From an optimization exercise on the open Yosys and OpenROAD flow, aimed at small area, a short achievable clock period and few clock cycles; shortcuts taken in it are not production practice. Only simulation tests tie the RTL to the original design; equivalence was not proved.

File: flow/design.v
module sparse_mac_row #(
  parameter int DATA_WIDTH = 8,
  parameter int ACC_WIDTH  = 32,
  parameter int BLOCK_SIZE = 4,
  parameter int NUM_PE     = 4,
  parameter int IDX_WIDTH  = 4,
  localparam int OUT_IDX_WIDTH = (NUM_PE > 1) ? $clog2(NUM_PE) : 1
) (
  input  logic                                       Clk,
  input  logic                                       rst,
  input  logic [BLOCK_SIZE*BLOCK_SIZE*DATA_WIDTH-1:0] act_block,
  input  logic [DATA_WIDTH-1:0]                      weight_in,
  input  logic [NUM_PE*IDX_WIDTH-1:0]                idx_in,
  input  logic [NUM_PE*ACC_WIDTH-1:0]                bias_in,
  input  logic                                       is_signed,
  input  logic                                       block_last,
  input  logic                                       in_valid,
  output logic                                       in_ready,
  output logic [ACC_WIDTH-1:0]                       out_data,
  output logic [OUT_IDX_WIDTH-1:0]                   out_idx,
  output logic                                       out_last,
  output logic                                       out_valid,
  input  logic                                       out_ready
);
  localparam int NE = BLOCK_SIZE * BLOCK_SIZE;
  localparam int RW = 2 * DATA_WIDTH + 1;    
  logic                         first_q;     
  logic                         v1, l1;      
  logic                         x2;          
  logic                         in_rdy_q;    
  logic                         fin_free_q;  
  logic                         fin_has;     
  logic [OUT_IDX_WIDTH-1:0]     fin_ptr;
  logic                         out_last_q;
  logic [NE*DATA_WIDTH-1:0]     act_q, act_d;
  logic                         signed_q, signed_d;
  logic [DATA_WIDTH-1:0]        w1, w1e;
  logic [NUM_PE-1:0]            s1;
  logic [DATA_WIDTH-1:0]        a1   [NUM_PE];
  logic [RW-1:0]                r0   [NUM_PE];
  logic [RW-1:0]                r1   [NUM_PE];
  logic [RW-1:0]                r0d  [NUM_PE];
  logic [RW-1:0]                r1d  [NUM_PE];
  logic [ACC_WIDTH-1:0]         acc  [NUM_PE];
  logic [ACC_WIDTH-1:0]         fin  [NUM_PE];
  logic [ACC_WIDTH-1:0]         sum  [NUM_PE];
  logic [ACC_WIDTH-1:0]         out_q;
  logic accept, xfer, load_bias, oq_free;
  assign in_ready  = in_rdy_q;
  assign out_data  = out_q;
  assign out_last  = out_last_q;
  assign accept    = in_valid && in_rdy_q;
  assign xfer      = v1 && l1 && fin_free_q;
  assign load_bias = first_q && (!v1 || in_rdy_q);
  assign oq_free   = !out_valid || out_ready;
  assign act_d    = first_q ? act_block : act_q;
  assign signed_d = first_q ? is_signed : signed_q;
  assign w1e = w1 & {DATA_WIDTH{in_rdy_q}};
  for (genvar k = 0; k < NUM_PE; k++) begin : g_pe
    smr_tree u_tree (.a(a1[k]), .b(w1e), .s(s1[k]), .r0(r0d[k]), .r1(r1d[k]));
    logic [ACC_WIDTH-1:0] x, y, z, cs, cc;
    assign x  = x2 ? fin[k] : acc[k];
    assign y  = {{(ACC_WIDTH-RW){1'b0}}, r0[k]};
    assign z  = {{(ACC_WIDTH-RW+1){~r1[k][RW-1]}}, r1[k][RW-2:0]};
    assign cs = x ^ y ^ z;
    assign cc = (x & y) | (x & z) | (y & z);
    assign sum[k] = cs + {cc[ACC_WIDTH-2:0], 1'b0};
  end
  always_ff @(posedge Clk or posedge rst) begin
    if (rst) begin
      first_q    <= 1'b1;
      v1         <= 1'b0;
      l1         <= 1'b0;
      x2         <= 1'b0;
      in_rdy_q   <= 1'b1;
      fin_free_q <= 1'b1;
      fin_has    <= 1'b0;
      fin_ptr    <= '0;
      out_valid  <= 1'b0;
      out_idx    <= '0;
      out_last_q <= 1'b0;
      w1         <= '0;
    end else begin
      logic nv1, nl1, nfin_has;
      nv1 = in_rdy_q ? accept     : v1;
      nl1 = in_rdy_q ? block_last : l1;
      v1 <= nv1;
      l1 <= nl1;
      x2 <= xfer;
      if (accept) first_q <= block_last;
      if (in_rdy_q) w1 <= accept ? weight_in : '0;
      nfin_has = fin_has;
      if (x2) begin
        if (oq_free) begin
          out_valid  <= 1'b1;
          out_idx    <= '0;
          out_last_q <= 1'b0;
          fin_ptr    <= OUT_IDX_WIDTH'(1);
        end else begin
          fin_ptr    <= '0;
        end
        nfin_has = 1'b1;
      end else if (fin_has && oq_free) begin
        out_valid  <= 1'b1;
        out_idx    <= fin_ptr;
        out_last_q <= (fin_ptr == OUT_IDX_WIDTH'(NUM_PE - 1));
        fin_ptr    <= fin_ptr + 1'b1;
        if (fin_ptr == OUT_IDX_WIDTH'(NUM_PE - 1)) nfin_has = 1'b0;
      end else if (out_ready) begin
        out_valid  <= 1'b0;
      end
      fin_has    <= nfin_has;
      fin_free_q <= !nfin_has && !xfer;
      in_rdy_q   <= !(nv1 && nl1 && (nfin_has || xfer));
    end
  end
  always_ff @(posedge Clk) begin
    act_q    <= act_d;
    signed_q <= signed_d;
    if (in_rdy_q) begin
      for (int k = 0; k < NUM_PE; k++) begin
        a1[k] <= act_d[idx_in[k*IDX_WIDTH +: IDX_WIDTH]*DATA_WIDTH +: DATA_WIDTH];
        s1[k] <= signed_d;
      end
    end
    for (int k = 0; k < NUM_PE; k++) begin
      r0[k] <= r0d[k];
      r1[k] <= r1d[k];
      if (load_bias)
        acc[k] <= bias_in[k*ACC_WIDTH +: ACC_WIDTH];
      else if (!x2)
        acc[k] <= sum[k];
      if (xfer || x2)
        fin[k] <= sum[k];
    end
    if (x2 && oq_free)
      out_q <= sum[0];
    else if (fin_has && oq_free)
      out_q <= fin[fin_ptr];
  end
endmodule
module smr_tree (
  input  logic [7:0]  a,
  input  logic [7:0]  b,
  input  logic        s,
  output logic [16:0] r0,
  output logic [16:0] r1
);
  logic pp_0_0;
  logic pp_0_1;
  logic pp_0_2;
  logic pp_0_3;
  logic pp_0_4;
  logic pp_0_5;
  logic pp_0_6;
  logic pp_1_0;
  logic pp_1_1;
  logic pp_1_2;
  logic pp_1_3;
  logic pp_1_4;
  logic pp_1_5;
  logic pp_1_6;
  logic pp_2_0;
  logic pp_2_1;
  logic pp_2_2;
  logic pp_2_3;
  logic pp_2_4;
  logic pp_2_5;
  logic pp_2_6;
  logic pp_3_0;
  logic pp_3_1;
  logic pp_3_2;
  logic pp_3_3;
  logic pp_3_4;
  logic pp_3_5;
  logic pp_3_6;
  logic pp_4_0;
  logic pp_4_1;
  logic pp_4_2;
  logic pp_4_3;
  logic pp_4_4;
  logic pp_4_5;
  logic pp_4_6;
  logic pp_5_0;
  logic pp_5_1;
  logic pp_5_2;
  logic pp_5_3;
  logic pp_5_4;
  logic pp_5_5;
  logic pp_5_6;
  logic pp_6_0;
  logic pp_6_1;
  logic pp_6_2;
  logic pp_6_3;
  logic pp_6_4;
  logic pp_6_5;
  logic pp_6_6;
  logic pa_0;
  logic pb_0;
  logic pa_1;
  logic pb_1;
  logic pa_2;
  logic pb_2;
  logic pa_3;
  logic pb_3;
  logic pa_4;
  logic pb_4;
  logic pa_5;
  logic pb_5;
  logic pa_6;
  logic pb_6;
  logic pab;
  logic ns;
  logic hs0;
  logic hc0;
  logic fs1;
  logic fc1;
  logic hs2;
  logic hc2;
  logic fs3;
  logic fc3;
  logic fs4;
  logic fc4;
  logic fs5;
  logic fc5;
  logic hs6;
  logic hc6;
  logic fs7;
  logic fc7;
  logic hs8;
  logic hc8;
  logic fs9;
  logic fc9;
  logic fs10;
  logic fc10;
  logic fs11;
  logic fc11;
  logic fs12;
  logic fc12;
  logic fs13;
  logic fc13;
  logic fs14;
  logic fc14;
  logic fs15;
  logic fc15;
  logic fs16;
  logic fc16;
  logic fs17;
  logic fc17;
  logic fs18;
  logic fc18;
  logic fs19;
  logic fc19;
  logic hs20;
  logic hc20;
  logic fs21;
  logic fc21;
  logic fs22;
  logic fc22;
  logic fs23;
  logic fc23;
  logic fs24;
  logic fc24;
  logic fs25;
  logic fc25;
  logic fs26;
  logic fc26;
  logic fs27;
  logic fc27;
  logic fs28;
  logic fc28;
  logic fs29;
  logic fc29;
  logic hs30;
  logic hc30;
  logic fs31;
  logic fc31;
  logic fs32;
  logic fc32;
  logic fs33;
  logic fc33;
  logic fs34;
  logic fc34;
  logic fs35;
  logic fc35;
  logic fs36;
  logic fc36;
  logic fs37;
  logic fc37;
  logic fs38;
  logic fc38;
  logic fs39;
  logic fc39;
  logic fs40;
  logic fc40;
  logic fs41;
  logic fc41;
  assign pp_0_0 = a[0] & b[0];
  assign pp_0_1 = a[0] & b[1];
  assign pp_0_2 = a[0] & b[2];
  assign pp_0_3 = a[0] & b[3];
  assign pp_0_4 = a[0] & b[4];
  assign pp_0_5 = a[0] & b[5];
  assign pp_0_6 = a[0] & b[6];
  assign pp_1_0 = a[1] & b[0];
  assign pp_1_1 = a[1] & b[1];
  assign pp_1_2 = a[1] & b[2];
  assign pp_1_3 = a[1] & b[3];
  assign pp_1_4 = a[1] & b[4];
  assign pp_1_5 = a[1] & b[5];
  assign pp_1_6 = a[1] & b[6];
  assign pp_2_0 = a[2] & b[0];
  assign pp_2_1 = a[2] & b[1];
  assign pp_2_2 = a[2] & b[2];
  assign pp_2_3 = a[2] & b[3];
  assign pp_2_4 = a[2] & b[4];
  assign pp_2_5 = a[2] & b[5];
  assign pp_2_6 = a[2] & b[6];
  assign pp_3_0 = a[3] & b[0];
  assign pp_3_1 = a[3] & b[1];
  assign pp_3_2 = a[3] & b[2];
  assign pp_3_3 = a[3] & b[3];
  assign pp_3_4 = a[3] & b[4];
  assign pp_3_5 = a[3] & b[5];
  assign pp_3_6 = a[3] & b[6];
  assign pp_4_0 = a[4] & b[0];
  assign pp_4_1 = a[4] & b[1];
  assign pp_4_2 = a[4] & b[2];
  assign pp_4_3 = a[4] & b[3];
  assign pp_4_4 = a[4] & b[4];
  assign pp_4_5 = a[4] & b[5];
  assign pp_4_6 = a[4] & b[6];
  assign pp_5_0 = a[5] & b[0];
  assign pp_5_1 = a[5] & b[1];
  assign pp_5_2 = a[5] & b[2];
  assign pp_5_3 = a[5] & b[3];
  assign pp_5_4 = a[5] & b[4];
  assign pp_5_5 = a[5] & b[5];
  assign pp_5_6 = a[5] & b[6];
  assign pp_6_0 = a[6] & b[0];
  assign pp_6_1 = a[6] & b[1];
  assign pp_6_2 = a[6] & b[2];
  assign pp_6_3 = a[6] & b[3];
  assign pp_6_4 = a[6] & b[4];
  assign pp_6_5 = a[6] & b[5];
  assign pp_6_6 = a[6] & b[6];
  assign pa_0 = (a[7] & b[0]) ^ s;
  assign pb_0 = (b[7] & a[0]) ^ s;
  assign pa_1 = (a[7] & b[1]) ^ s;
  assign pb_1 = (b[7] & a[1]) ^ s;
  assign pa_2 = (a[7] & b[2]) ^ s;
  assign pb_2 = (b[7] & a[2]) ^ s;
  assign pa_3 = (a[7] & b[3]) ^ s;
  assign pb_3 = (b[7] & a[3]) ^ s;
  assign pa_4 = (a[7] & b[4]) ^ s;
  assign pb_4 = (b[7] & a[4]) ^ s;
  assign pa_5 = (a[7] & b[5]) ^ s;
  assign pb_5 = (b[7] & a[5]) ^ s;
  assign pa_6 = (a[7] & b[6]) ^ s;
  assign pb_6 = (b[7] & a[6]) ^ s;
  assign pab = a[7] & b[7];
  assign ns = ~s;
  assign hs0 = pp_0_6 ^ pp_1_5;
  assign hc0 = pp_0_6 & pp_1_5;
  assign fs1 = pp_1_6 ^ pp_2_5 ^ pp_3_4;
  assign fc1 = (pp_1_6 & pp_2_5) | (pp_1_6 & pp_3_4) | (pp_2_5 & pp_3_4);
  assign hs2 = pp_4_3 ^ pp_5_2;
  assign hc2 = pp_4_3 & pp_5_2;
  assign fs3 = pp_2_6 ^ pp_3_5 ^ pp_4_4;
  assign fc3 = (pp_2_6 & pp_3_5) | (pp_2_6 & pp_4_4) | (pp_3_5 & pp_4_4);
  assign fs4 = pp_5_3 ^ pp_6_2 ^ pa_1;
  assign fc4 = (pp_5_3 & pp_6_2) | (pp_5_3 & pa_1) | (pp_6_2 & pa_1);
  assign fs5 = pp_3_6 ^ pp_4_5 ^ pp_5_4;
  assign fc5 = (pp_3_6 & pp_4_5) | (pp_3_6 & pp_5_4) | (pp_4_5 & pp_5_4);
  assign hs6 = pp_0_4 ^ pp_1_3;
  assign hc6 = pp_0_4 & pp_1_3;
  assign fs7 = pp_0_5 ^ pp_1_4 ^ pp_2_3;
  assign fc7 = (pp_0_5 & pp_1_4) | (pp_0_5 & pp_2_3) | (pp_1_4 & pp_2_3);
  assign hs8 = pp_3_2 ^ pp_4_1;
  assign hc8 = pp_3_2 & pp_4_1;
  assign fs9 = pp_2_4 ^ pp_3_3 ^ pp_4_2;
  assign fc9 = (pp_2_4 & pp_3_3) | (pp_2_4 & pp_4_2) | (pp_3_3 & pp_4_2);
  assign fs10 = pp_5_1 ^ pp_6_0 ^ hs0;
  assign fc10 = (pp_5_1 & pp_6_0) | (pp_5_1 & hs0) | (pp_6_0 & hs0);
  assign fs11 = pp_6_1 ^ pa_0 ^ pb_0;
  assign fc11 = (pp_6_1 & pa_0) | (pp_6_1 & pb_0) | (pa_0 & pb_0);
  assign fs12 = hc0 ^ fs1 ^ hs2;
  assign fc12 = (hc0 & fs1) | (hc0 & hs2) | (fs1 & hs2);
  assign fs13 = pb_1 ^ s ^ fc1;
  assign fc13 = (pb_1 & s) | (pb_1 & fc1) | (s & fc1);
  assign fs14 = hc2 ^ fs3 ^ fs4;
  assign fc14 = (hc2 & fs3) | (hc2 & fs4) | (fs3 & fs4);
  assign fs15 = pp_6_3 ^ pa_2 ^ pb_2;
  assign fc15 = (pp_6_3 & pa_2) | (pp_6_3 & pb_2) | (pa_2 & pb_2);
  assign fs16 = fc3 ^ fc4 ^ fs5;
  assign fc16 = (fc3 & fc4) | (fc3 & fs5) | (fc4 & fs5);
  assign fs17 = pp_4_6 ^ pp_5_5 ^ pp_6_4;
  assign fc17 = (pp_4_6 & pp_5_5) | (pp_4_6 & pp_6_4) | (pp_5_5 & pp_6_4);
  assign fs18 = pa_3 ^ pb_3 ^ fc5;
  assign fc18 = (pa_3 & pb_3) | (pa_3 & fc5) | (pb_3 & fc5);
  assign fs19 = pp_5_6 ^ pp_6_5 ^ pa_4;
  assign fc19 = (pp_5_6 & pp_6_5) | (pp_5_6 & pa_4) | (pp_6_5 & pa_4);
  assign hs20 = pp_0_3 ^ pp_1_2;
  assign hc20 = pp_0_3 & pp_1_2;
  assign fs21 = pp_2_2 ^ pp_3_1 ^ pp_4_0;
  assign fc21 = (pp_2_2 & pp_3_1) | (pp_2_2 & pp_4_0) | (pp_3_1 & pp_4_0);
  assign fs22 = pp_5_0 ^ hc6 ^ fs7;
  assign fc22 = (pp_5_0 & hc6) | (pp_5_0 & fs7) | (hc6 & fs7);
  assign fs23 = fc7 ^ hc8 ^ fs9;
  assign fc23 = (fc7 & hc8) | (fc7 & fs9) | (hc8 & fs9);
  assign fs24 = fc9 ^ fc10 ^ fs11;
  assign fc24 = (fc9 & fc10) | (fc9 & fs11) | (fc10 & fs11);
  assign fs25 = fc11 ^ fc12 ^ fs13;
  assign fc25 = (fc11 & fc12) | (fc11 & fs13) | (fc12 & fs13);
  assign fs26 = fc13 ^ fc14 ^ fs15;
  assign fc26 = (fc13 & fc14) | (fc13 & fs15) | (fc14 & fs15);
  assign fs27 = fc15 ^ fc16 ^ fs17;
  assign fc27 = (fc15 & fc16) | (fc15 & fs17) | (fc16 & fs17);
  assign fs28 = pb_4 ^ fc17 ^ fc18;
  assign fc28 = (pb_4 & fc17) | (pb_4 & fc18) | (fc17 & fc18);
  assign fs29 = pp_6_6 ^ pa_5 ^ pb_5;
  assign fc29 = (pp_6_6 & pa_5) | (pp_6_6 & pb_5) | (pa_5 & pb_5);
  assign hs30 = pp_0_2 ^ pp_1_1;
  assign hc30 = pp_0_2 & pp_1_1;
  assign fs31 = pp_2_1 ^ pp_3_0 ^ hs20;
  assign fc31 = (pp_2_1 & pp_3_0) | (pp_2_1 & hs20) | (pp_3_0 & hs20);
  assign fs32 = hs6 ^ hc20 ^ fs21;
  assign fc32 = (hs6 & hc20) | (hs6 & fs21) | (hc20 & fs21);
  assign fs33 = hs8 ^ fc21 ^ fs22;
  assign fc33 = (hs8 & fc21) | (hs8 & fs22) | (fc21 & fs22);
  assign fs34 = fs10 ^ fc22 ^ fs23;
  assign fc34 = (fs10 & fc22) | (fs10 & fs23) | (fc22 & fs23);
  assign fs35 = fs12 ^ fc23 ^ fs24;
  assign fc35 = (fs12 & fc23) | (fs12 & fs24) | (fc23 & fs24);
  assign fs36 = fs14 ^ fc24 ^ fs25;
  assign fc36 = (fs14 & fc24) | (fs14 & fs25) | (fc24 & fs25);
  assign fs37 = fs16 ^ fc25 ^ fs26;
  assign fc37 = (fs16 & fc25) | (fs16 & fs26) | (fc25 & fs26);
  assign fs38 = fs18 ^ fc26 ^ fs27;
  assign fc38 = (fs18 & fc26) | (fs18 & fs27) | (fc26 & fs27);
  assign fs39 = fs19 ^ fc27 ^ fs28;
  assign fc39 = (fs19 & fc27) | (fs19 & fs28) | (fc27 & fs28);
  assign fs40 = fc19 ^ fc28 ^ fs29;
  assign fc40 = (fc19 & fc28) | (fc19 & fs29) | (fc28 & fs29);
  assign fs41 = pa_6 ^ pb_6 ^ fc29;
  assign fc41 = (pa_6 & pb_6) | (pa_6 & fc29) | (pb_6 & fc29);
  assign r0 = {ns, s, pab, fc40, fc39, fc38, fc37, fc36, fc35, fc34, fc33, fc32, fc31, hc30, pp_2_0, pp_0_1, pp_0_0};
  assign r1 = {1'b0, 1'b0, fc41, fs41, fs40, fs39, fs38, fs37, fs36, fs35, fs34, fs33, fs32, fs31, hs30, pp_1_0, 1'b0};
endmodule
File: flow/flow/run.sh
#!/bin/bash
# The standard layout (the standard.sh, unchanged synthesis and steps), with the
# port buffers made from the plain buffer buf_1, and timing repair asked to reach
# a setup slack of 8.4 ns.
set -uo pipefail
export BUFFER_PORTS_ARGS="-buffer_cell sky130_fd_sc_hd__buf_1"
bash standard.sh SETUP_SLACK_MARGIN=8.4 finish > standard.log 2>&1
File: flow/standard.sh
#!/bin/bash
# synth_recipe.tcl (not shown) runs the flow's synth.tcl, then flattens the netlist and writes it again
# the make line also repeats each setting of config.mk as NAME=value (left out here)
make -C /OpenROAD-flow-scripts/flow DESIGN_CONFIG=/design/flow/config.mk WORK_HOME=/design/flow/orfs CLKGATE_MAP_FILE= SYNTH_SCRIPT=/design/flow/synth_recipe.tcl "${@:-finish}"
File: flow/config.mk
export PLATFORM = sky130hd
export DESIGN_NAME = sparse_mac_row
export DESIGN_NICKNAME = sparse_mac_row
export VERILOG_FILES = /design/flow/design.v
export SDC_FILE = /design/flow/constraint.sdc
export NUM_CORES = 4
export LEC_CHECK = 0
export CAP_MARGIN = 20
export CORE_MARGIN = 2
export CORE_UTILIZATION = 40
export SLEW_MARGIN = 20
File: flow/constraint.sdc
create_clock -name core_clock -period 12.0 [get_ports {Clk}]
set_input_delay 2.4000 -clock core_clock [delete_from_list [all_inputs] [get_ports {Clk}]]
set_output_delay 2.4000 -clock core_clock [all_outputs]
set_load 0.01 [all_outputs]
==> results of run 1 <==
flip-flops by register name (all words and copies together), names as in the netlist, 2 cells and up:
register  flops
acc         128
act_q       128
fin         128
r0           62
g_pe.z       56
a1           32
out_q        32
w1            8
fin_ptr       2
out_idx       2
through the flow:
stage,worst slack [ns],hold WS [ns]
6_report,7.76,0.473
5_1_grt,7.69,0.494
4_1_cts,7.79,0.479
3_5_place_dp,6.46,0.463
3_3_place_gp,6.49,0.454
2_1_floorplan,7.77,0.346
Yosys cell counts (all sizes together), types with 23 or more instances:
cell type,count,area (um^2)
o21ai,119,596
a31oi,23,144
mux2i,64,641
buf,28,105
xor2,31,272
ha,160,2000
nor2,103,387
nor3,30,150
dfxtp,247,4940
a21oi,144,724
edfxtp,321,9640
inv,258,968
nand2,456,1710
a222oi,32,320
fa,200,4000
mux2,225,2540
mux4,160,3600
xnor2,129,1130
clkbuf,160,602
and3,155,970
a21o,74,558
cell type report:
type / instances / area [um^2] / share of cell area [%]
Antenna cell: 4 / 10.0 / 0.0214
Clock buffer: 95 / 2000 / 4.27
Clock inverter: 34 / 309 / 0.659
Inverter: 258 / 972 / 2.07
Multi-Input combinational cell: 2361 / 23800 / 50.8
Sequential cell: 589 / 15100 / 32.3
Tap cell: 1265 / 1580 / 3.38
Timing Repair Buffer: 476 / 3060 / 6.53
Timing Repair inverter: 1 / 7.51 / 0.0160
routing by layer:
metal	GRT usage (%)	part of all wire, %	up-vias
li1	-	-	13000
met1	30.7	39	14400
met2	40.5	48	1174
met3	5.42	7.7	286
met4	10.9	5.1	36
met5	0	0.20	-
logic make-up after synthesis:
group	share of synthesized area, %
AOI/OAI and AO/OA	9.35
xor gates and xnor gates	3.64
adders and majority gates	15.6
buffers and inverters	4.35
DFF	39.3
muxes	17.6
and+or+nand+nor	10.1
worst max-delay path: cells and delay by family, from the launching register on:
family          cells  cell delay [ns]
buf+inv             1             0.18
mux                 1             0.30
compound gates      7             1.98
simple gates        1             0.16
flops               1             0.57
fa+ha+maj           2             0.77
what timing repair did:
action / 4_1_cts / 5_1_grt
cloned: 10 / 5
pin swaps: 71 / 99
resized for setup: 232 / 205
buffers inserted: 75 / 43
setup endpoints to repair: 474 / 324
worst min-delay path by stage:
stage | slack, ns | cells past startpoint | end | start
3_5_place_dp | 0.46 | 1 | signed_q | signed_q
3_3_place_gp | 0.45 | 1 | signed_q | signed_q
2_1_floorplan | 0.35 | 0 | r0[3][15] | s1[0]
5_1_grt | 0.49 | 1 | signed_q | signed_q
6_report | 0.47 | 1 | signed_q | signed_q
4_1_cts | 0.48 | 1 | signed_q | signed_q
==> impl_metrics.xml, run 1 <==
<?xml version="1.0" encoding="UTF-8"?>
<metrics>
  <group name="setup_path">
    <metric name="worst_ep_arrival_time" unit="ns">4.62</metric>
    <metric name="cp-endpoint" unit="">acc[1][26]</metric>
    <metric name="worst-endpoint-required" unit="ns">12.38</metric>
    <metric name="crit_path_start" unit="">x2</metric>
    <metric name="reg2reg_slack" unit="ns">7.76</metric>
    <metric name="crit_path_start_kind" unit="">flip-flop</metric>
    <metric name="path_class" unit="">flip-flop to flip-flop</metric>
    <metric name="worst_r2r_endpoint" unit="">acc[1][26]</metric>
    <metric name="crit_path_end_kind" unit="">flip-flop</metric>
    <metric name="timing.critical_path.slowest_cell_delay" unit="ns">0.57</metric>
    <metric name="worstPathMaxFanout" unit="">7</metric>
    <metric name="critical_path.reg2reg.startpoint" unit="">x2</metric>
    <metric name="path_cells" unit="">buf_16, mux2_4, fa_1, ha_1, a211o_1, a2111oi_4, o31ai_4, a211o_4, and2_4, o21a_4, a2111o_1, o221a_2</metric>
    <metric name="cp_max_stage_cell" unit="">sky130_fd_sc_hd__dfrtp_4</metric>
    <metric name="worstRegToRegCells" unit="">12</metric>
  </group>
  <group name="synthesis">
    <metric name="synthArstFlopShare" unit="%">3.57</metric>
    <metric name="synth_cell_type_count" unit="">76</metric>
    <metric name="synth_enable_flop_cells" unit="">321</metric>
    <metric name="ys_warn_count" unit="">15</metric>
    <metric name="synth_cells" unit="">3395</metric>
    <metric name="ys_seq_elements" unit="">589</metric>
    <metric name="synth-main-ff-cell" unit="">sky130_fd_sc_hd__edfxtp_1</metric>
    <metric name="postSynthNetCount" unit="">4041</metric>
    <metric name="mappedNetlistArea" unit="um^2">38500</metric>
    <metric name="synth_sequential_area_ratio" unit="%">39.3</metric>
    <metric name="post_synth.cell_area_avg" unit="um^2">11.3</metric>
  </group>
  <group name="clocking">
    <metric name="clk_pin_slew_worst_paths" unit="ns">0.06</metric>
    <metric name="root_driver" unit="">sky130_fd_sc_hd__clkbuf_16</metric>
    <metric name="ctsHtreeMaxLevel" unit="">3</metric>
    <metric name="numCtsBuffers" unit="">70</metric>
    <metric name="cts_max_path_buffers" unit="">3</metric>
    <metric name="holdBufCountCts" unit="">0</metric>
    <metric name="cts_tree" unit="">yes</metric>
    <metric name="clkSinkCount" unit="">589</metric>
    <metric name="clock_insertion_delay_worst_skew" unit="ns">0.65</metric>
  </group>
  <group name="routing">
    <metric name="route.antenna.remaining_nets" unit="">0</metric>
    <metric name="drt_wl_total" unit="um">124000</metric>
    <metric name="dr_total_vias" unit="">28800</metric>
    <metric name="first_pass_iteration_count_of_the_detailed_router" unit="">9</metric>
    <metric name="drt_first_iter_violations" unit="">2279</metric>
    <metric name="post_drt_wl_per_cell" unit="um">24.4</metric>
    <metric name="post-route-drc-count" unit="">0</metric>
    <metric name="avgViaCountPerCell" unit="">5.67</metric>
  </group>
  <group name="floorplan">
    <metric name="floorplan.initialDensity" unit="%">40.4</metric>
    <metric name="fp.dieH" unit="um">314</metric>
    <metric name="design.portCount" unit="">323</metric>
    <metric name="std_cell_rows" unit="">113</metric>
    <metric name="die-width" unit="um">314</metric>
    <metric name="coreArea" unit="um^2">95200</metric>
    <metric name="area_of_the_die" unit="um^2">98700</metric>
  </group>
  <group name="final_layout">
    <metric name="stdcell_area" unit="um^2">46900</metric>
    <metric name="final_net_count" unit="">4403</metric>
    <metric name="area.growth.synth_to_final" unit="%">21.8</metric>
    <metric name="drive_above_1_share" unit="%">26.4</metric>
    <metric name="post-route-util" unit="%">49.2</metric>
    <metric name="fillers" unit="">8539</metric>
    <metric name="final_common_cell" unit="">sky130_fd_sc_hd__nand2_1</metric>
    <metric name="final_cell_mix" unit="">sky130_fd_sc_hd__nand2_1, sky130_fd_sc_hd__edfxtp_1, sky130_fd_sc_hd__buf_1, sky130_fd_sc_hd__inv_1, sky130_fd_sc_hd__dfxtp_1</metric>
    <metric name="layout.cells.non_filler" unit="">5083</metric>
  </group>
  <group name="timing">
    <metric name="timing.max_slew.rel_slack" unit="%">25.4</metric>
    <metric name="max_freq" unit="MHz">236</metric>
    <metric name="fin_setup_tns" unit="ns">0</metric>
    <metric name="time_the_worst_path_needs_with_i_o_delays_and_setup" unit="ns">4.24</metric>
    <metric name="final-max-slew-violation-count" unit="">0</metric>
    <metric name="final.period_utilization" unit="%">35.3</metric>
    <metric name="worst_pin_slew" unit="ns">1.12</metric>
    <metric name="timing.final.hold_violations" unit="">0</metric>
    <metric name="finClkSkew" unit="ns">0.0318</metric>
    <metric name="rsz_0062_raised_after_global_routing" unit="">true</metric>
    <metric name="setup-violations-final" unit="">0</metric>
  </group>
  <group name="placed_design">
    <metric name="place.gp.congestion" unit="">0.914</metric>
    <metric name="detailedPlacementHpwl" unit="um">87400</metric>
    <metric name="area_post_placement" unit="um^2">41100</metric>
    <metric name="dp.cells" unit="">4817</metric>
    <metric name="place.port_buffers" unit="">322</metric>
  </group>
  <group name="grt">
    <metric name="grt-ovfl-total" unit="">0</metric>
    <metric name="grt_max_degree" unit="">78</metric>
    <metric name="gr-usage-all-layers" unit="%">24.5</metric>
    <metric name="first_pass_grt_wire_length" unit="um">181000</metric>
    <metric name="grt_pass1_vias" unit="">28700</metric>
    <metric name="antenna_found_initial" unit="">23</metric>
  </group>
  <group name="hold_path">
    <metric name="hold_class" unit="">flip-flop to flip-flop</metric>
  </group>
  <group name="run_status">
    <metric name="status" unit="">no timing/DRC/antenna violations</metric>
  </group>
  <group name="flow_run">
    <metric name="timing.max_cap.violations" unit="">0</metric>
  </group>
</metrics>
Testbench counts, summed over its fixed seeds: cycles 2,918.
==> run 2: changes to the inputs <==
--- a/flow/config.mk
+++ b/flow/config.mk
@@ -6,4 +6,5 @@
 export NUM_CORES = 4
 export LEC_CHECK = 0
+export ABC_CLOCK_PERIOD_IN_PS = 3500
 export CAP_MARGIN = 20
 export CORE_MARGIN = 2
==> run 2 against run 1 <==
  * Utilization stayed put
  * First-iteration DRC count stayed put
  * Setup slack stayed put
  * Largest cell class unchanged
  * Design area stayed put
  * Via count stayed put
  * Hold slack stayed put
  * Global-route usage stayed put
  * Clock-buffer cell count stayed put
  * Register-to-register slack hardly changed
==> impl_metrics.xml, run 2 <==
<?xml version="1.0" encoding="UTF-8"?>
<metrics>
  <group name="floorplan">
    <metric name="fp.dieH" unit="um">314</metric>
    <metric name="std_cell_rows" unit="">113</metric>
    <metric name="coreArea" unit="um^2">95200</metric>
    <metric name="area_of_the_die" unit="um^2">98700</metric>
    <metric name="die-width" unit="um">314</metric>
    <metric name="design.portCount" unit="">323</metric>
    <metric name="floorplan.initialDensity" unit="%">40.4</metric>
  </group>
  <group name="synthesis">
    <metric name="synth_cell_type_count" unit="">76</metric>
    <metric name="ys_warn_count" unit="">15</metric>
    <metric name="synth.most_common_cell" unit="">sky130_fd_sc_hd__nand2_1</metric>
    <metric name="synth_top_area_share" unit="%">25.1</metric>
    <metric name="synth_sequential_area_ratio" unit="%">39.3</metric>
    <metric name="synth_enable_flop_cells" unit="">321</metric>
    <metric name="mappedNetlistArea" unit="um^2">38500</metric>
    <metric name="ys_seq_elements" unit="">589</metric>
    <metric name="post-synth-top-area-cell" unit="">sky130_fd_sc_hd__edfxtp_1</metric>
    <metric name="synth-main-ff-cell" unit="">sky130_fd_sc_hd__edfxtp_1</metric>
    <metric name="postSynthNetCount" unit="">4041</metric>
    <metric name="yosys-top-cells-area" unit="">sky130_fd_sc_hd__edfxtp_1, sky130_fd_sc_hd__dfxtp_1, sky130_fd_sc_hd__fa_1, sky130_fd_sc_hd__mux4_2, sky130_fd_sc_hd__mux2_2</metric>
    <metric name="synthArstFlopShare" unit="%">3.57</metric>
    <metric name="post_synth.cell_area_avg" unit="um^2">11.3</metric>
    <metric name="netlist_top_cells_count" unit="">sky130_fd_sc_hd__nand2_1, sky130_fd_sc_hd__edfxtp_1, sky130_fd_sc_hd__inv_1, sky130_fd_sc_hd__dfxtp_1, sky130_fd_sc_hd__mux2_2</metric>
    <metric name="synth_cells" unit="">3395</metric>
  </group>
  <group name="clocking">
    <metric name="clkSinkCount" unit="">589</metric>
    <metric name="numCtsBuffers" unit="">70</metric>
    <metric name="holdBufCountCts" unit="">0</metric>
    <metric name="cts_max_path_buffers" unit="">3</metric>
    <metric name="cts_tree" unit="">yes</metric>
    <metric name="ctsHtreeMaxLevel" unit="">3</metric>
    <metric name="clock_insertion_delay_worst_skew" unit="ns">0.65</metric>
    <metric name="clk_pin_slew_worst_paths" unit="ns">0.06</metric>
    <metric name="root_driver" unit="">sky130_fd_sc_hd__clkbuf_16</metric>
  </group>
  <group name="grt">
    <metric name="first_pass_grt_wire_length" unit="um">181000</metric>
    <metric name="grt_pass1_vias" unit="">28700</metric>
    <metric name="grt-ovfl-total" unit="">0</metric>
    <metric name="gr-usage-all-layers" unit="%">24.5</metric>
    <metric name="grt_max_degree" unit="">78</metric>
    <metric name="antenna_found_initial" unit="">23</metric>
  </group>
  <group name="final_layout">
    <metric name="area.growth.synth_to_final" unit="%">21.8</metric>
    <metric name="final_common_cell" unit="">sky130_fd_sc_hd__nand2_1</metric>
    <metric name="drive_above_1_share" unit="%">26.4</metric>
    <metric name="final_cell_mix" unit="">sky130_fd_sc_hd__nand2_1, sky130_fd_sc_hd__edfxtp_1, sky130_fd_sc_hd__buf_1, sky130_fd_sc_hd__inv_1, sky130_fd_sc_hd__dfxtp_1</metric>
    <metric name="final_net_count" unit="">4403</metric>
    <metric name="layout.cells.non_filler" unit="">5083</metric>
    <metric name="biggestRegsByFlops" unit="">acc (128), act_q (128), fin (128)</metric>
    <metric name="stdcell_area" unit="um^2">46900</metric>
  </group>
  <group name="routing">
    <metric name="drt_wl_total" unit="um">124000</metric>
    <metric name="post_drt_wl_per_cell" unit="um">24.4</metric>
    <metric name="route.antenna.remaining_nets" unit="">0</metric>
    <metric name="drt_first_iter_violations" unit="">2279</metric>
    <metric name="dr_total_vias" unit="">28800</metric>
    <metric name="post-route-drc-count" unit="">0</metric>
    <metric name="avgViaCountPerCell" unit="">5.67</metric>
    <metric name="first_pass_iteration_count_of_the_detailed_router" unit="">9</metric>
  </group>
  <group name="timing">
    <metric name="fin_setup_tns" unit="ns">0</metric>
    <metric name="finClkSkew" unit="ns">0.0318</metric>
    <metric name="time_the_worst_path_needs_with_i_o_delays_and_setup" unit="ns">4.24</metric>
    <metric name="worst_pin_slew" unit="ns">1.12</metric>
    <metric name="final-max-slew-violation-count" unit="">0</metric>
    <metric name="timing.max_slew.rel_slack" unit="%">25.4</metric>
    <metric name="max_freq" unit="MHz">236</metric>
    <metric name="rsz_0062_raised_after_global_routing" unit="">true</metric>
    <metric name="timing.final.hold_violations" unit="">0</metric>
    <metric name="setup-violations-final" unit="">0</metric>
    <metric name="final.period_utilization" unit="%">35.3</metric>
  </group>
  <group name="placed_design">
    <metric name="dp.cells" unit="">4817</metric>
    <metric name="place.port_buffers" unit="">322</metric>
    <metric name="place.gp.congestion" unit="">0.914</metric>
    <metric name="detailedPlacementHpwl" unit="um">87400</metric>
    <metric name="area_post_placement" unit="um^2">41100</metric>
  </group>
  <group name="setup_path">
    <metric name="worst-endpoint-required" unit="ns">12.38</metric>
    <metric name="worst_ep_arrival_time" unit="ns">4.62</metric>
    <metric name="crit_path_end_kind" unit="">flip-flop</metric>
    <metric name="crit_family" unit="">compound AO/OA/AOI/OAI gates</metric>
    <metric name="crit_path_start_kind" unit="">flip-flop</metric>
    <metric name="cp_max_stage_cell" unit="">sky130_fd_sc_hd__dfrtp_4</metric>
    <metric name="worstPathMaxFanout" unit="">7</metric>
    <metric name="path_cells" unit="">buf_16, mux2_4, fa_1, ha_1, a211o_1, a2111oi_4, o31ai_4, a211o_4, and2_4, o21a_4, a2111o_1, o221a_2</metric>
    <metric name="timing.critical_path.slowest_cell_delay" unit="ns">0.57</metric>
    <metric name="path_class" unit="">flip-flop to flip-flop</metric>
    <metric name="critical_path.n_buffers_inverters" unit="">1</metric>
  </group>
  <group name="hold_path">
    <metric name="hold_class" unit="">flip-flop to flip-flop</metric>
  </group>
  <group name="run_status">
    <metric name="status" unit="">no timing/DRC/antenna violations</metric>
  </group>
  <group name="flow_run">
    <metric name="timing.max_cap.violations" unit="">0</metric>
  </group>
</metrics>
run 2: what timing repair did:
item                                   in CTS  in global routing
endpoints found under the hold margin       0                  0
setup endpoints to repair                 474                324
gates cloned                               10                  5
buffers inserted                           75                 43
resized for setup                         232                205
pin swaps                                  71                 99
run 2: cell type report:
cell class / instances / area (um^2)
Antenna cell: 4 / 10.0
Clock buffer: 95 / 2000
Clock inverter: 34 / 309
Fill cell: 8539 / 48300
Inverter: 258 / 972
Multi-Input combinational cell: 2361 / 23800
Sequential cell: 589 / 15100
Tap cell: 1265 / 1580
Timing Repair Buffer: 476 / 3060
Timing Repair inverter: 1 / 7.51
run 2: cells by family (layout without fill, tap and decap cells):
group | count (synthesis) | in the layout | share of synthesized area [%]
AOI/OAI and AO/OA | 540 | 540 | 9.35
xor gates and xnor gates | 160 | 160 | 3.64
adders and majority gates | 360 | 360 | 15.6
buffers and inverters | 446 | 864 | 4.35
DFF | 589 | 589 | 39.3
muxes | 449 | 449 | 17.6
other | 0 | 4 | 0
and+or+nand+nor | 851 | 852 | 10.1
run 2: per-stage QoR:
step | hold slack, ns | util [%] | worst slack, ns
finish | 0.473 | 49.2 | 7.76
global route | 0.494 | 49.2 | 7.69
CTS | 0.479 | 47.8 | 7.79
detailed placement | 0.463 | 43.2 | 6.46
global placement | 0.454 | 43.2 | 6.49
floorplan | 0.346 | - | 7.77
run 2: path summary, 6_finish.rpt:
check	slack [ns]	endpoint	cells after the start	from
min in group asynchronous	1.80	x2	3	rst
max	7.76	acc[1][26]	12	x2
max reg2reg	7.76	acc[1][26]	12	x2
min reg2reg	0.47	signed_q	1	signed_q
min	0.47	signed_q	1	signed_q
max in group asynchronous	9.88	fin_free_q	3	rst
run 2: worst reg2reg max path, cell delays in order (launching register included):
cell and delay [ns]:
sky130_fd_sc_hd__dfrtp_4 0.57, sky130_fd_sc_hd__buf_16 0.19, sky130_fd_sc_hd__mux2_4 0.30, sky130_fd_sc_hd__fa_1 0.46, sky130_fd_sc_hd__ha_1 0.31, sky130_fd_sc_hd__a211o_1 0.31, sky130_fd_sc_hd__a2111oi_4 0.49, sky130_fd_sc_hd__o31ai_4 0.12
sky130_fd_sc_hd__a211o_4 0.37, sky130_fd_sc_hd__and2_4 0.16, sky130_fd_sc_hd__o21a_4 0.21, sky130_fd_sc_hd__a2111o_1 0.36, sky130_fd_sc_hd__o221a_2 0.12
run 2: layer usage:
metal	vias up	global-route usage (%)	routed length, um
met5	-	0	244
met4	36	10.9	6320
met3	286	5.42	9580
met2	1174	40.5	59500
met1	14400	30.7	48200
li1	13000	-	-
==> run 3: changes to the inputs <==
--- a/flow/config.mk
+++ b/flow/config.mk
@@ -6,7 +6,6 @@
 export NUM_CORES = 4
 export LEC_CHECK = 0
-export ABC_CLOCK_PERIOD_IN_PS = 3500
 export CAP_MARGIN = 20
 export CORE_MARGIN = 2
-export CORE_UTILIZATION = 40
+export CORE_UTILIZATION = 60
 export SLEW_MARGIN = 20
==> run 3 against run 2 <==
  * Critical endpoint is now acc[0][29]
  * Flip-flop and latch count unchanged
  * Highest routed layer unchanged
==> impl_metrics.xml, run 3 <==
<?xml version="1.0" encoding="UTF-8"?>
<metrics>
  <group name="timing">
    <metric name="final-max-slew-violation-count" unit="">0</metric>
    <metric name="time_the_worst_path_needs_with_i_o_delays_and_setup" unit="ns">4.22</metric>
    <metric name="final.period_utilization" unit="%">35.2</metric>
    <metric name="max_freq" unit="MHz">237</metric>
    <metric name="timing.final.hold_violations" unit="">0</metric>
    <metric name="worst_pin_slew" unit="ns">1.25</metric>
    <metric name="fin_setup_tns" unit="ns">0</metric>
    <metric name="final.hold.worst_slack" unit="ns">0.504</metric>
    <metric name="rsz_0062_raised_after_global_routing" unit="">true</metric>
    <metric name="finClkSkew" unit="ns">0.0308</metric>
    <metric name="timing.max_slew.rel_slack" unit="%">16.8</metric>
    <metric name="setup-violations-final" unit="">0</metric>
  </group>
  <group name="routing">
    <metric name="route.antenna.remaining_nets" unit="">0</metric>
    <metric name="first_pass_iteration_count_of_the_detailed_router" unit="">12</metric>
    <metric name="avgViaCountPerCell" unit="">6.39</metric>
    <metric name="drt_first_iter_violations" unit="">3054</metric>
    <metric name="post-route-drc-count" unit="">0</metric>
    <metric name="post_drt_wl_per_cell" unit="um">26.8</metric>
    <metric name="dr_total_vias" unit="">30300</metric>
    <metric name="drt_wl_total" unit="um">127000</metric>
  </group>
  <group name="synthesis">
    <metric name="synthArstFlopShare" unit="%">3.57</metric>
    <metric name="synth-compound-area-share" unit="%">9.35</metric>
    <metric name="synth.mux.area_fraction" unit="%">17.6</metric>
    <metric name="netlist_top_cells_count" unit="">sky130_fd_sc_hd__nand2_1, sky130_fd_sc_hd__edfxtp_1, sky130_fd_sc_hd__inv_1, sky130_fd_sc_hd__dfxtp_1, sky130_fd_sc_hd__mux2_2</metric>
    <metric name="post_synth.cell_area_avg" unit="um^2">11.3</metric>
    <metric name="synth_top_family_by_area" unit="">multiplexers</metric>
    <metric name="yosys-top-cells-area" unit="">sky130_fd_sc_hd__edfxtp_1, sky130_fd_sc_hd__dfxtp_1, sky130_fd_sc_hd__fa_1, sky130_fd_sc_hd__mux4_2, sky130_fd_sc_hd__mux2_2</metric>
    <metric name="synth_top_area_share" unit="%">25.1</metric>
    <metric name="synth_cell_type_count" unit="">76</metric>
    <metric name="postSynthNetCount" unit="">4041</metric>
    <metric name="synth-main-ff-cell" unit="">sky130_fd_sc_hd__edfxtp_1</metric>
    <metric name="mappedNetlistArea" unit="um^2">38500</metric>
    <metric name="synth_cells" unit="">3395</metric>
    <metric name="post-synth-top-area-cell" unit="">sky130_fd_sc_hd__edfxtp_1</metric>
    <metric name="yosys.area_share.adder" unit="%">15.6</metric>
    <metric name="synth-xor-area-share" unit="%">3.64</metric>
    <metric name="synth_enable_flop_cells" unit="">321</metric>
    <metric name="ys_warn_count" unit="">15</metric>
    <metric name="synth.most_common_cell" unit="">sky130_fd_sc_hd__nand2_1</metric>
    <metric name="ys_seq_elements" unit="">589</metric>
    <metric name="synth_sequential_area_ratio" unit="%">39.3</metric>
    <metric name="synth-simple-area-share" unit="%">10.1</metric>
  </group>
  <group name="clocking">
    <metric name="cts_max_path_buffers" unit="">3</metric>
    <metric name="clkSinkCount" unit="">589</metric>
    <metric name="cts_tree" unit="">yes</metric>
    <metric name="clk_pin_slew_worst_paths" unit="ns">0.06</metric>
    <metric name="holdBufCountCts" unit="">0</metric>
    <metric name="root_driver" unit="">sky130_fd_sc_hd__clkbuf_16</metric>
    <metric name="ctsHtreeMaxLevel" unit="">3</metric>
    <metric name="clock_insertion_delay_worst_skew" unit="ns">0.62</metric>
    <metric name="numCtsBuffers" unit="">67</metric>
  </group>
  <group name="final_layout">
    <metric name="biggestRegsByFlops" unit="">acc (128), act_q (128), fin (128)</metric>
    <metric name="drive_above_1_share" unit="%">28.2</metric>
    <metric name="final_net_count" unit="">4473</metric>
    <metric name="final_cell_mix" unit="">sky130_fd_sc_hd__nand2_1, sky130_fd_sc_hd__edfxtp_1, sky130_fd_sc_hd__buf_1, sky130_fd_sc_hd__inv_1, sky130_fd_sc_hd__dfxtp_1</metric>
    <metric name="area.growth.synth_to_final" unit="%">23.7</metric>
    <metric name="fillers" unit="">4171</metric>
    <metric name="final_common_cell" unit="">sky130_fd_sc_hd__nand2_1</metric>
  </group>
  <group name="setup_path">
    <metric name="crit_path_end_kind" unit="">flip-flop</metric>
    <metric name="crit_path_start_kind" unit="">flip-flop</metric>
    <metric name="cell_seen_most_often_among_critical_path_stages" unit="">sky130_fd_sc_hd__mux2_4</metric>
    <metric name="crit_family" unit="">compound AO/OA/AOI/OAI gates</metric>
    <metric name="cp_max_stage_cell" unit="">sky130_fd_sc_hd__dfrtp_4</metric>
    <metric name="path_class" unit="">flip-flop to flip-flop</metric>
    <metric name="worst-endpoint-required" unit="ns">12.36</metric>
    <metric name="critical_path.reg2reg.startpoint" unit="">x2</metric>
    <metric name="timing.critical_path.slowest_cell_delay" unit="ns">0.50</metric>
    <metric name="critical_path.n_buffers_inverters" unit="">2</metric>
    <metric name="reg2reg_slack" unit="ns">7.78</metric>
    <metric name="worst_r2r_endpoint" unit="">acc[0][29]</metric>
    <metric name="worst_ep_arrival_time" unit="ns">4.58</metric>
    <metric name="path_cells" unit="">buf_12, buf_16, mux2_4, fa_1, ha_4, fa_2, a21o_1, a41o_1, o31ai_4, o21ai_2, a31o_4, a2111oi_4, a311oi_4, mux2_4</metric>
    <metric name="worstRegToRegCells" unit="">14</metric>
    <metric name="worstPathMaxFanout" unit="">6</metric>
  </group>
  <group name="hold_path">
    <metric name="hold_class" unit="">flip-flop to flip-flop</metric>
    <metric name="holdPathEnd" unit="">out_idx[1]</metric>
    <metric name="hold_path_startpoint" unit="">out_idx[1]</metric>
    <metric name="worst_hold_path.num_cells" unit="">1</metric>
  </group>
  <group name="floorplan">
    <metric name="fp.dieH" unit="um">257</metric>
    <metric name="design.portCount" unit="">323</metric>
    <metric name="floorplan.initialDensity" unit="%">60.9</metric>
    <metric name="area_of_the_die" unit="um^2">66200</metric>
    <metric name="std_cell_rows" unit="">92</metric>
    <metric name="die-width" unit="um">257</metric>
    <metric name="coreArea" unit="um^2">63200</metric>
  </group>
  <group name="grt">
    <metric name="antenna_found_initial" unit="">16</metric>
    <metric name="first_pass_grt_wire_length" unit="um">186000</metric>
    <metric name="gr-usage-all-layers" unit="%">37.1</metric>
    <metric name="grt_pass1_vias" unit="">31000</metric>
    <metric name="grt-ovfl-total" unit="">0</metric>
    <metric name="grt_max_degree" unit="">74</metric>
  </group>
  <group name="placed_design">
    <metric name="place.port_buffers" unit="">322</metric>
    <metric name="detailedPlacementHpwl" unit="um">84400</metric>
    <metric name="place.gp.congestion" unit="">0.944</metric>
  </group>
  <group name="run_status">
    <metric name="status" unit="">no timing/DRC/antenna violations</metric>
  </group>
  <group name="flow_run">
    <metric name="timing.max_cap.violations" unit="">0</metric>
  </group>
</metrics>
==> run 3: cell counts after synthesis <==
No cell type changed its count.
==> run 3: stage by stage <==
step / util (%) / instance area [um^2] / worst slack (ns) / instances
global route: 75.3 / 47600 / 7.70 / 4730
global placement: 64.3 / 40600 / 7.00 / 4397
floorplan: - / 39300 / 7.77 / 3395
CTS: 72.8 / 46000 / 7.86 / 4654
detailed placement: 64.3 / 40600 / 6.94 / 4400
finish: 75.3 / 47600 / 7.78 / 4732
==> run 3: logic make-up (layout without fill, tap and decap cells) <==
| family | count (synthesis) | after routing |
|---|---|---|
| AOI/OAI and AO/OA | 540 | 540 |
| xor gates and xnor gates | 160 | 160 |
| adders and majority gates | 360 | 360 |
| buffers and inverters | 446 | 928 |
| DFF | 589 | 589 |
| muxes | 449 | 449 |
| other | 0 | 6 |
| and+or+nand+nor | 851 | 854 |
==> run 3: repair_timing <==
item | CTS | global route
endpoints found under the hold margin | 0 | 0
setup endpoints to repair | 410 | 312
setup buffers | 117 | 68
pin swaps | 134 | 126
cloned | 15 | 4
resized for setup | 370 | 188
==> run 3: area by class of cell <==
| cell class | instances | area (um^2) | area share, % |
|---|---|---|---|
| diodes | 6 | 15.0 | 0.0316 |
| well taps | 846 | 1060 | 2.22 |
| clock buffers | 91 | 1930 | 4.06 |
| multi-input cells | 2363 | 24300 | 51.2 |
| repair buffers | 547 | 3750 | 7.88 |
| clock inverters | 31 | 354 | 0.744 |
| flip-flops and latches | 589 | 15100 | 31.8 |
| repair inverters | 1 | 7.51 | 0.0158 |
| inverters | 258 | 976 | 2.05 |
==> run 3: layer usage <==
metal	global-route usage, %	share of wire (%)
met5	0	0.082
met1	47.4	37
met4	19.0	5.9
met3	6.95	9.3
met2	60.7	48
==> run 3: worst register-to-register path: cells and delay by family (launching register included) <==
family	cells	cell delay, ns
AOI/OAI and AO/OA	7	1.58
adders and majority gates	3	1.01
buffers and inverters	2	0.30
DFF	1	0.50
muxes	2	0.59
==> run 3: how the worst max path moves through the flow <==
stage          start          to  slack, ns  cells after the start
5_1_grt           x2  acc[0][29]       7.70                     14
3_5_place_dp      x2  acc[0][29]       6.94                     13
6_report          x2  acc[0][29]       7.78                     14
4_1_cts           x2  acc[1][26]       7.86                     13
3_3_place_gp      x2  acc[2][30]       7.00                     12
2_1_floorplan     x2  acc[1][26]       7.77                     14
==> run 4: changes to the inputs <==
==> flow/flow/run.sh (replaced) <==
#!/bin/bash
# The standard layout (the standard.sh, unchanged synthesis and steps), with the
# port buffers made from the plain buffer buf_1, and timing repair asked to reach
# a setup slack of 8.6 ns.
set -uo pipefail
export BUFFER_PORTS_ARGS="-buffer_cell sky130_fd_sc_hd__buf_1"
bash standard.sh SETUP_SLACK_MARGIN=8.6 finish > standard.log 2>&1
--- a/flow/config.mk
+++ b/flow/config.mk
@@ -6,6 +6,7 @@
 export NUM_CORES = 4
 export LEC_CHECK = 0
+export ABC_CLOCK_PERIOD_IN_PS = 2500
 export CAP_MARGIN = 20
 export CORE_MARGIN = 2
-export CORE_UTILIZATION = 60
+export CORE_UTILIZATION = 40
 export SLEW_MARGIN = 20
==> run 4 against run 3 <==
  * Global-route usage is 12 points lower
  * Setup slack better by 0.057 ns
  * Sequential share of layout area is 0.71 points lower
  * Critical path type unchanged
  * Largest cell class unchanged
  * Highest routed layer unchanged
==> impl_metrics.xml, run 4 <==
<?xml version="1.0" encoding="UTF-8"?>
<metrics>
  <group name="synthesis">
    <metric name="synth_top_area_share" unit="%">25.1</metric>
    <metric name="synthArstFlopShare" unit="%">3.57</metric>
    <metric name="post-synth-top-area-cell" unit="">sky130_fd_sc_hd__edfxtp_1</metric>
    <metric name="postSynthNetCount" unit="">4041</metric>
    <metric name="synth-main-ff-cell" unit="">sky130_fd_sc_hd__edfxtp_1</metric>
    <metric name="post_synth.cell_area_avg" unit="um^2">11.3</metric>
    <metric name="netlist_top_cells_count" unit="">sky130_fd_sc_hd__nand2_1, sky130_fd_sc_hd__edfxtp_1, sky130_fd_sc_hd__inv_1, sky130_fd_sc_hd__dfxtp_1, sky130_fd_sc_hd__mux2_2</metric>
    <metric name="ys_warn_count" unit="">15</metric>
    <metric name="mappedNetlistArea" unit="um^2">38500</metric>
    <metric name="synth.most_common_cell" unit="">sky130_fd_sc_hd__nand2_1</metric>
    <metric name="ys_seq_elements" unit="">589</metric>
    <metric name="synth_enable_flop_cells" unit="">321</metric>
    <metric name="synth_cell_type_count" unit="">76</metric>
    <metric name="synth_sequential_area_ratio" unit="%">39.3</metric>
    <metric name="synth_cells" unit="">3395</metric>
    <metric name="yosys-top-cells-area" unit="">sky130_fd_sc_hd__edfxtp_1, sky130_fd_sc_hd__dfxtp_1, sky130_fd_sc_hd__fa_1, sky130_fd_sc_hd__mux4_2, sky130_fd_sc_hd__mux2_2</metric>
  </group>
  <group name="floorplan">
    <metric name="die-width" unit="um">314</metric>
    <metric name="floorplan.initialDensity" unit="%">40.4</metric>
    <metric name="area_of_the_die" unit="um^2">98700</metric>
    <metric name="design.portCount" unit="">323</metric>
    <metric name="std_cell_rows" unit="">113</metric>
    <metric name="coreArea" unit="um^2">95200</metric>
    <metric name="fp.dieH" unit="um">314</metric>
  </group>
  <group name="timing">
    <metric name="final-max-slew-violation-count" unit="">0</metric>
    <metric name="time_the_worst_path_needs_with_i_o_delays_and_setup" unit="ns">4.16</metric>
    <metric name="worst_pin_slew" unit="ns">1.01</metric>
    <metric name="fin_setup_tns" unit="ns">0</metric>
    <metric name="rsz_0062_raised_after_global_routing" unit="">true</metric>
    <metric name="final.hold.worst_slack" unit="ns">0.472</metric>
    <metric name="finClkSkew" unit="ns">0.0317</metric>
    <metric name="final.period_utilization" unit="%">34.7</metric>
    <metric name="timing.final.hold_violations" unit="">0</metric>
    <metric name="setup-violations-final" unit="">0</metric>
    <metric name="timing.max_slew.rel_slack" unit="%">31.9</metric>
    <metric name="max_freq" unit="MHz">240</metric>
  </group>
  <group name="clocking">
    <metric name="holdBufCountCts" unit="">0</metric>
    <metric name="cts_max_path_buffers" unit="">3</metric>
    <metric name="clkSinkCount" unit="">589</metric>
    <metric name="clk_pin_slew_worst_paths" unit="ns">0.06</metric>
    <metric name="root_driver" unit="">sky130_fd_sc_hd__clkbuf_16</metric>
    <metric name="numCtsBuffers" unit="">74</metric>
    <metric name="clock_insertion_delay_worst_skew" unit="ns">0.65</metric>
    <metric name="cts_tree" unit="">yes</metric>
    <metric name="ctsHtreeMaxLevel" unit="">3</metric>
  </group>
  <group name="routing">
    <metric name="drt_wl_total" unit="um">126000</metric>
    <metric name="dr_total_vias" unit="">29000</metric>
    <metric name="drt_first_iter_violations" unit="">2502</metric>
    <metric name="route.antenna.remaining_nets" unit="">0</metric>
    <metric name="first_pass_iteration_count_of_the_detailed_router" unit="">8</metric>
    <metric name="post_drt_wl_per_cell" unit="um">24.5</metric>
    <metric name="post-route-drc-count" unit="">0</metric>
    <metric name="avgViaCountPerCell" unit="">5.64</metric>
  </group>
  <group name="setup_path">
    <metric name="crit_path_start_kind" unit="">flip-flop</metric>
    <metric name="path_class" unit="">flip-flop to flip-flop</metric>
    <metric name="worst_ep_arrival_time" unit="ns">4.56</metric>
    <metric name="worstPathMaxFanout" unit="">8</metric>
    <metric name="worst-endpoint-required" unit="ns">12.39</metric>
    <metric name="crit_path_end_kind" unit="">flip-flop</metric>
  </group>
  <group name="final_layout">
    <metric name="final_common_cell" unit="">sky130_fd_sc_hd__nand2_1</metric>
    <metric name="final_cell_mix" unit="">sky130_fd_sc_hd__nand2_1, sky130_fd_sc_hd__edfxtp_1, sky130_fd_sc_hd__buf_1, sky130_fd_sc_hd__inv_1, sky130_fd_sc_hd__dfxtp_1</metric>
    <metric name="biggestRegsByFlops" unit="">acc (128), act_q (128), fin (128)</metric>
    <metric name="drive_above_1_share" unit="%">29.4</metric>
    <metric name="post-route-util" unit="%">51.1</metric>
    <metric name="area.growth.synth_to_final" unit="%">26.4</metric>
    <metric name="final_net_count" unit="">4454</metric>
  </group>
  <group name="grt">
    <metric name="antenna_found_initial" unit="">26</metric>
    <metric name="grt-ovfl-total" unit="">0</metric>
    <metric name="gr-usage-all-layers" unit="%">24.8</metric>
    <metric name="grt_pass1_vias" unit="">28800</metric>
    <metric name="grt_max_degree" unit="">77</metric>
    <metric name="first_pass_grt_wire_length" unit="um">182000</metric>
  </group>
  <group name="placed_design">
    <metric name="place.gp.congestion" unit="">0.936</metric>
    <metric name="detailedPlacementHpwl" unit="um">86400</metric>
    <metric name="place.port_buffers" unit="">322</metric>
  </group>
  <group name="hold_path">
    <metric name="hold_class" unit="">flip-flop to flip-flop</metric>
  </group>
  <group name="run_status">
    <metric name="status" unit="">no timing/DRC/antenna violations</metric>
  </group>
  <group name="flow_run">
    <metric name="timing.max_cap.violations" unit="">0</metric>
  </group>
</metrics>
## run 4: cell counts after synthesis
Identical to the previous run, type by type.
## run 4: per-stage QoR
| stage | setup slack, ns | cells | area, um^2 |
|---|---|---|---|
| global placement | 6.86 | 4818 | 41300 |
| detailed placement | 6.82 | 4818 | 41300 |
| finish | 7.84 | 5142 | 48600 |
| global route | 7.72 | 5135 | 48600 |
| floorplan | 7.77 | 3395 | 39600 |
| CTS | 7.91 | 5084 | 47300 |
## run 4: what timing repair did
| item | 4_1_cts | 5_1_grt |
|---|---|---|
| setup endpoints to repair | 545 | 388 |
| cloned | 21 | 3 |
| hold endpoints to repair | 0 | 0 |
| setup buffers | 108 | 46 |
| resized for setup | 416 | 212 |
| pin swaps | 136 | 111 |
## run 4: worst paths after layout
check / from / to / slack, ns / depth (start not counted)
worst max-delay path: x2 / acc[2][29] / 7.84 / 15
worst min-delay path: signed_q / signed_q / 0.47 / 1
worst max register to register: x2 / acc[2][29] / 7.84 / 15
worst min register to register: signed_q / signed_q / 0.47 / 1
max in group asynchronous: rst / first_q / 9.85 / 3
min in group asynchronous: rst / x2 / 1.81 / 3
## run 4: routing by layer
| metal | part of all wire (%) | vias up | GRT usage (%) |
|---|---|---|---|
| met3 | 7.1 | 279 | 5.16 |
| met4 | 5.0 | 38 | 11.0 |
| met1 | 39 | 14400 | 30.5 |
| li1 | - | 13100 | - |
| met2 | 49 | 1127 | 41.9 |
| met5 | 0.21 | - | 0 |
## run 4: area by class of cell
class / instances / area (um^2)
Clock buffer: 114 / 2310
Timing Repair Buffer: 522 / 3910
Clock inverter: 23 / 230
Inverter: 258 / 972
Antenna cell: 8 / 20.0
Fill cell: 8329 / 46500
Sequential cell: 589 / 15100
Multi-Input combinational cell: 2362 / 24500
Tap cell: 1265 / 1580
Timing Repair inverter: 1 / 7.51
## run 4: cell families after synthesis
logic type | Yosys count | synth area share, %
xor gates and xnor gates | 160 | 3.64
adders and majority gates | 360 | 15.6
and+or+nand+nor | 851 | 10.1
DFF | 589 | 39.3
muxes | 449 | 17.6
AOI/OAI and AO/OA | 540 | 9.35
buffers and inverters | 446 | 4.35
## run 4: worst max-delay path, cell delays in order (launching register included)
cell	delay, ns
sky130_fd_sc_hd__dfrtp_4	0.54
sky130_fd_sc_hd__buf_12	0.17
sky130_fd_sc_hd__buf_16	0.15
sky130_fd_sc_hd__buf_12	0.14
sky130_fd_sc_hd__mux2_2	0.27
sky130_fd_sc_hd__fa_1	0.45
sky130_fd_sc_hd__ha_1	0.37
sky130_fd_sc_hd__inv_1	0.16
sky130_fd_sc_hd__a211oi_2	0.31
sky130_fd_sc_hd__a211oi_2	0.11
sky130_fd_sc_hd__buf_4	0.16
sky130_fd_sc_hd__o31ai_4	0.29
sky130_fd_sc_hd__a21oi_2	0.13
sky130_fd_sc_hd__a31oi_1	0.24
sky130_fd_sc_hd__xor2_1	0.11
sky130_fd_sc_hd__mux2_4	0.27

## afterwards: timing with drivers on the ports
No port has a modelled driver above. Below, the same layouts with a new extraction and two added sets of constraints.
Step 1, drivers: a clkbuf_16 drives Clk and a buf_2 each remaining input, both assumed.
Step 2 also shifts input and output timing later by t, the mid clock arrival at the registers, as if the neighbouring blocks saw the same clock.
Three values: ideal ports, drivers, drivers and shift; two values: the first two.
| run | t, ns | setup WS [ns] | hold slack, ns | clock arrival spread, ns | cell pins on the clock port's net |
|---|---|---|---|---|---|
| run 1 | 0.695 | 7.765 / 7.765 / 7.714 | 0.473 / 0.473 / 0.473 | 0.032 / 0.032 | 1 |
| run 2 | 0.695 | 7.765 / 7.765 / 7.714 | 0.473 / 0.473 / 0.473 | 0.032 / 0.032 | 1 |
| run 3 | 0.678 | 7.778 / 7.778 / 7.691 | 0.504 / 0.504 / 0.504 | 0.039 / 0.039 | 1 |
| run 4 | 0.699 | 7.835 / 7.835 / 7.801 | 0.472 / 0.472 / 0.472 | 0.032 / 0.033 | 1 |
After both steps every run listed still meets setup and hold. For run 3, which loses most, drivers alone change the setup slack by 0.000 ns; drivers and shift together by -0.087 ns.
